From an optimization exercise on the open Yosys and OpenROAD flow, aimed at small area; shortcuts taken in it are not production practice. Power and IR drop assume default switching activity.

Setup of job 1438:
Design yrow_delta_integrator, start of the top module:
module yrow_delta_integrator #(
  parameter int DATA_W     = 24,
  parameter int ENTRIES    = 5,
  parameter int ADDR_W     = 16,
  parameter int FIFO_DEPTH = 4
) (
  input  logic                     clk,
  input  logic                     rst_n,
  input  logic                     chng_valid,
  output logic                     chng_ready,
  input  logic [ADDR_W-1:0]        chng_row,
  input  logic [ADDR_W-1:0]        chng_col,
  input  logic [DATA_W-1:0]        chng_real,
  input  logic [DATA_W-1:0]        chng_img,
  input  logic                     filt_EN,
  output logic                     op_rd_req,
  output logic [ADDR_W-1:0]        op_y_row,
  input  logic [ENTRIES*2*DATA_W-1:0] ymem_data,
  input  logic                     yMemDataReady,
  output logic                     op_wr_en,
  output logic [ENTRIES*2*DATA_W-1:0] op_wr_data,
  output logic [2*DATA_W-1:0]      op_yVal1,
  output logic [2*DATA_W-1:0]      op_yVal2,
  output logic                     op_EX_EN,
  input  logic                     exModDone,
  output logic                     op_Done,
  output logic                     op_colErr
);
Settings: LEC_CHECK=0, ABC_AREA=0, CAP_MARGIN=20, CORE_MARGIN=2, CORE_UTILIZATION=55, CTS_BUF_LIST=sky130_fd_sc_hd__clkbuf_8, CTS_CLUSTER_DIAMETER=70, CTS_CLUSTER_SIZE=15, SLEW_MARGIN=20; clock period 7.0 ns.
standard.sh (not shown) runs the stock make flow with config.mk's settings and CLKGATE_MAP_FILE= SYNTH_SCRIPT=/design/flow/synth_recipe.tcl, a recipe that flattens the netlist after the stock synthesis.
==> flow/flow/run.sh <==
#!/bin/bash
# Standard ORFS layout (the standard.sh) with these changes:
#  - at the end of floorplanning, the combinational logic of the synthesized netlist
#    is re-mapped for area with OpenROAD's restructure (ABC), onto the
#    platform library less its don't-use cells; registers are untouched;
#  - port buffers use the smallest plain buffer (buf_1) instead of the cell
#    buffer_ports picks by default;
#  - clock tree synthesis with clkbuf_8 buffers and without dummy loads.
# Every tool's output goes to a log in this folder (standard.log, ORFS logs
# under orfs/logs).
set -euo pipefail
here=$(pwd)
python3 flow/filter_lib.py "$FLOW_HOME/platforms/sky130hd/lib/sky130_fd_sc_hd__tt_025C_1v80.lib" \
  "$here/rs_lib.lib" > filter_lib.log 2>&1
mkdir -p "$here/rs_work"
export RS_LIB="$here/rs_lib.lib"
export RS_WORK="$here/rs_work"
export POST_FLOORPLAN_TCL="$here/flow/restructure.tcl"
export BUFFER_PORTS_ARGS="-buffer_cell sky130_fd_sc_hd__buf_1"
export CTS_ARGS="-sink_clustering_enable -repair_clock_nets -sink_clustering_size 15 -sink_clustering_max_diameter 70 -buf_list sky130_fd_sc_hd__clkbuf_8 -dont_use_dummy_load"
bash standard.sh > standard.log 2>&1
==> flow/flow/filter_lib.py <==
# Copy a liberty file without the cells the platform marks don't-use
# (probe and lpflow cells), for the area restructuring step to map onto.
import re, sys
src, dst = sys.argv[1], sys.argv[2]
drop = re.compile(r'^\s*cell\s*\(\s*"?sky130_fd_sc_hd__(probe|lpflow_)')
out, skip, depth = [], False, 0
for line in open(src):
    if not skip and drop.match(line):
        skip, depth = True, 0
    if skip:
        depth += line.count('{') - line.count('}')
        if depth <= 0 and '}' in line:
            skip = False
        continue
    out.append(line)
open(dst, 'w').writelines(out)
==> flow/flow/restructure.tcl <==
# POST_FLOORPLAN hook: re-map the combinational logic of the synthesized
# netlist for area (registers are left as synthesis made them).
report_design_area
restructure -target area -liberty_file $::env(RS_LIB) \
  -tielo_port sky130_fd_sc_hd__conb_1/LO -tiehi_port sky130_fd_sc_hd__conb_1/HI \
  -work_dir $::env(RS_WORK) -abc_logfile $::env(RS_WORK)/abc.log
report_design_area
Job 1438: full flow OK, the timing, DRC and antenna checks passed
The inputs of job 1888 differ from those of job 1438 as listed below.
diff --git a/flow/flow/run.sh b/flow/flow/run.sh
--- a/flow/flow/run.sh
+++ b/flow/flow/run.sh
@@ -4,7 +4,9 @@
 #    is re-mapped for area with OpenROAD's restructure (ABC), onto the
 #    platform library less its don't-use cells; registers are untouched;
+#  - floorplanning removes the synthesis buffers instead of sizing for
+#    timing (REMOVE_ABC_BUFFERS=1), so restructure starts from synthesis;
 #  - port buffers use the smallest plain buffer (buf_1) instead of the cell
 #    buffer_ports picks by default;
-#  - clock tree synthesis with clkbuf_8 buffers and without dummy loads.
+#  - clock tree synthesis without dummy loads.
 # Every tool's output goes to a log in this folder (standard.log, ORFS logs
 # under orfs/logs).
@@ -17,5 +19,6 @@
 export RS_WORK="$here/rs_work"
 export POST_FLOORPLAN_TCL="$here/flow/restructure.tcl"
+export REMOVE_ABC_BUFFERS=1
 export BUFFER_PORTS_ARGS="-buffer_cell sky130_fd_sc_hd__buf_1"
-export CTS_ARGS="-sink_clustering_enable -repair_clock_nets -sink_clustering_size 15 -sink_clustering_max_diameter 70 -buf_list sky130_fd_sc_hd__clkbuf_8 -dont_use_dummy_load"
+export CTS_ARGS="-sink_clustering_enable -repair_clock_nets -sink_clustering_size 25 -sink_clustering_max_diameter 100 -dont_use_dummy_load"
 bash standard.sh > standard.log 2>&1
diff --git a/flow/config.mk b/flow/config.mk
--- a/flow/config.mk
+++ b/flow/config.mk
@@ -10,6 +10,5 @@
 export CORE_MARGIN = 2
 export CORE_UTILIZATION = 55
-export CTS_BUF_LIST = sky130_fd_sc_hd__clkbuf_8
-export CTS_CLUSTER_DIAMETER = 70
-export CTS_CLUSTER_SIZE = 15
+export CTS_CLUSTER_DIAMETER = 100
+export CTS_CLUSTER_SIZE = 25
 export SLEW_MARGIN = 20
### Flow results
Summary — endpoint required time on the critical path, job 1888 relative to job 1438: lower, by 110 ps. Measured against each other, job 1438 and job 1888 differ in final weighted congestion in routability-driven placement, the lower figure coming from job 1888. Final period demand of the worst path | job 1888 above job 1438. For worst hold margin, job 1438 and job 1888 come out practically identical.
Setup changes, job 1888 to job 2546
diff --git a/flow/flow/run.sh b/flow/flow/run.sh
--- a/flow/flow/run.sh
+++ b/flow/flow/run.sh
@@ -4,6 +4,4 @@
 #    is re-mapped for area with OpenROAD's restructure (ABC), onto the
 #    platform library less its don't-use cells; registers are untouched;
-#  - floorplanning removes the synthesis buffers instead of sizing for
-#    timing (REMOVE_ABC_BUFFERS=1), so restructure starts from synthesis;
 #  - port buffers use the smallest plain buffer (buf_1) instead of the cell
 #    buffer_ports picks by default;
@@ -19,5 +17,4 @@
 export RS_WORK="$here/rs_work"
 export POST_FLOORPLAN_TCL="$here/flow/restructure.tcl"
-export REMOVE_ABC_BUFFERS=1
 export BUFFER_PORTS_ARGS="-buffer_cell sky130_fd_sc_hd__buf_1"
 export CTS_ARGS="-sink_clustering_enable -repair_clock_nets -sink_clustering_size 25 -sink_clustering_max_diameter 100 -dont_use_dummy_load"
### Flow results
Job 2546: PASS, flow complete, no timing, DRC or antenna violations. Against job 1888, job 2546 reports a data arrival time of the critical path that is lower. Job 2546 ends up with a detailed-routing wirelength on met1 that is 0.41% lower than in job 1888. Share of power burned in combinational logic: job 2546 vs job 1888 — no meaningful difference. On total power, job 2546 tracks job 1888 almost exactly. Job 1888 and job 2546 ended up with nearly the same number of fillers in the final layout. Looking at worst setup path endpoint, the dim_q[18] result is from job 1888; the dre_q[21] one comes from job 2546. Job 2546 gives less critical-path maximum fanout than job 1888 did. Job 1888 → job 2546: number of cells on the critical path has decreased; detailed-route wire length per cell increased by 0.65 µm relative to the old numbers; number of inserted diodes increased by 6 relative to the old numbers. Job 2546 supports a higher top clock frequency than job 1888.
Function was not checked in any run of this note: the RTL went through the layout flow alone.

-- afterwards: timing with drivers on the ports --
Ports are ideal in the flow. The routed layouts listed here were re-timed in OpenROAD. Step 1, drivers: a clkbuf_16 drives clk and a buf_2 each remaining input, both assumed. Step 2, shift: input delay + t, output delay - t, t = (earliest + latest rising clock arrival at the registers) / 2. This alone moves slack from input paths to output paths. a / b / c = no drivers / after step 1 / after step 2; a / b = the first two.
| run | t, ns | setup WS [ns] | worst data-port slew with drivers (ns) |
|---|---|---|---|
| job 1438 | 0.721 | 1.316 / 1.316 / 1.316 | 0.15 |
| job 1888 | 0.639 | 1.138 / 1.138 / 1.138 | 0.14 |
| job 2546 | 0.657 | 1.281 / 1.281 / 1.281 | 0.14 |
After both steps every run listed still meets setup and hold.
